This is an optimization exercise on Yosys and OpenROAD, whose aim is small area, not a production implementation. In this exercise RTL edits were held to simulation tests only and were not proved equivalent to the original. Power figures rest on the tool's default switching activity, not on a simulated workload.

v6:
// mc_datapath
module mc_datapath #(
  parameter int unsigned     XLEN     = 32,
  parameter logic [XLEN-1:0] RESET_PC = '0
) (
  input  logic          clk,
  input  logic          reset,
  input  logic [1:0]    ResultSrc,
  input  logic          PCSrc,
  input  logic          ALUSrc,
  input  logic          RegWrite,
  input  logic [1:0]    ImmSrc,
  input  logic [2:0]    ALUControl,
  input  logic          Jalr,
  input  logic          MemRead,
  input  logic          MemWrite,
  output logic [31:0]   Instr,
  output logic          Zero,
  output logic          ALUR31,
  output logic          mem_req,
  output logic          mem_we,
  output logic [XLEN-1:0] mem_addr,
  output logic [XLEN-1:0] mem_wdata,
  input  logic [XLEN-1:0] mem_rdata,
  input  logic          mem_ready,
  output logic [1:0]    state
);
  localparam int SHW = $clog2(XLEN);
  mc_pkg::mc_state_e       cur_st, nxt_st;
  logic [XLEN-1:0] pc, opa, mdr;
  logic [XLEN-1:0] port, imm_ext, alu_a, alu_res;
  logic [XLEN-1:0] pc_plus4, pc_next, result;
  logic [19:0]     pc_upper;
  logic [4:0]      rf_raddr;
  wire st_fetch = (cur_st == mc_pkg::ST_FETCH);
  wire st_exec  = (cur_st == mc_pkg::ST_EXEC);
  wire st_mem   = (cur_st == mc_pkg::ST_MEM);
  wire st_wb    = (cur_st == mc_pkg::ST_WB);
  assign state = cur_st;
  always_comb begin
    imm_ext = '0;
    case (ImmSrc)
      mc_pkg::IMM_I: imm_ext = XLEN'($signed(Instr[31:20]));
      mc_pkg::IMM_S: imm_ext = XLEN'($signed({Instr[31:25], Instr[11:7]}));
      mc_pkg::IMM_B: imm_ext = XLEN'($signed({Instr[31], Instr[7], Instr[30:25], Instr[11:8], 1'b0}));
      mc_pkg::IMM_J: imm_ext = XLEN'($signed({Instr[31], Instr[19:12], Instr[20], Instr[30:21], 1'b0}));
      default: imm_ext = '0;
    endcase
  end
  logic [30:0][XLEN-1:0] rf_q, rf_d;
  logic [30:0]           rf_we;
  logic [31:0]           tsel;      
  logic [31:0][XLEN-1:0] term;
  logic [10:0][XLEN-1:0] part_n;
  logic                  sel_imm;
  assign rf_raddr = st_fetch ? mem_rdata[19:15] : Instr[24:20];
  assign sel_imm  = (st_exec && ALUSrc) || st_wb;
  for (genvar i = 0; i < 31; i++) begin : g_rf
    assign rf_we[i] = st_wb && RegWrite && (Instr[11:7] == 5'(i + 1));
    mc_hold #(.W(XLEN)) u_hold (.we(rf_we[i]), .nwe(~rf_we[i]), .wd(result), .q(rf_q[i]), .d(rf_d[i]));
  ...
Size in the first run: ~4900 cells after synthesis, about 150 I/O pins, roughly 54000 sq um of cells after synthesis.
export LEC_CHECK = 0
export CAP_MARGIN = 20
export CORE_MARGIN = 2
export CORE_UTILIZATION = 65
export PLACE_DENSITY = 0.75
export SLEW_MARGIN = 20
export SYNTH_HIERARCHICAL = 1
create_clock -name core_clock -period 12.0 [get_ports {clk}]
run.sh (not shown) runs the stock make flow with config.mk's settings and CLKGATE_MAP_FILE= SYNTH_SCRIPT=/design/flow/synth_recipe.tcl, a recipe that flattens the netlist after the stock synthesis.
For v7, these inputs were changed with respect to v6:
==> flow/flow/run.sh (new file) <==
#!/bin/bash
# Standard layout with a lighter clock tree and port buffers:
# - CTS without dummy loads, with small clock buffers
# - each input and output port gets a buf_1 instead of the default buffer
set -e
export CTS_ARGS="-sink_clustering_enable -repair_clock_nets -dont_use_dummy_load -buf_list {sky130_fd_sc_hd__clkbuf_4 sky130_fd_sc_hd__clkbuf_8}"
export BUFFER_PORTS_ARGS="-buffer_cell sky130_fd_sc_hd__buf_1"
bash standard.sh > standard.log 2>&1
==> flow/standard.sh (new file) <==
#!/bin/bash
# synth_recipe.tcl (not shown) runs the flow's synth.tcl, then flattens the netlist and writes it again
# the make line also repeats each setting of config.mk as NAME=value (left out here)
make -C /OpenROAD-flow-scripts/flow DESIGN_CONFIG=/design/flow/config.mk WORK_HOME=/design/flow/orfs CLKGATE_MAP_FILE= SYNTH_SCRIPT=/design/flow/synth_recipe.tcl "${@:-finish}"
removed: flow/run.sh
Results
v7: no failed stages, no open violations at the end
Summary — worst setup slack, v7 relative to v6: lower, by 97 ps.
Taking v6 as the reference, in v7 global router's overall resource usage decreased 0.62 points, number of levels in the clock H-tree increased 1, cell depth of the worst setup path decreased 4.
Of v6 and v7, the run reporting the higher internal cell power was v6.

re-timing with driven ports:
How much do the figures lean on ideal ports? The routed layouts below were timed once more, with nothing changed but the port constraints.
Step 1: set_driving_cell puts a clkbuf_16 on clk and a buf_2 on each other input, an assumption about the parent block.
Step 2, shift: input delay + t, output delay - t, t = (earliest + latest rising clock arrival at the registers) / 2. This alone moves slack from input paths to output paths.
Slacks: ideal ports / drivers / drivers and shift; pairs: ideal ports / drivers.
run	shift t [ns]	setup WS [ns]	worst hold slack (ns)	worst setup path at the end	worst data-port slew with drivers (ns)
v6	0.761	0.283 / 0.250 / 0.250	0.472 / 0.472 / 0.472	input to output	0.08
v7	0.891	0.186 / 0.159 / 0.159	0.470 / 0.470 / 0.470	input to output	0.19
After both steps setup and hold are still met in every run listed. The setup slack of v6, which loses most, moves by -0.033 ns with the drivers and by -0.033 ns with both steps.
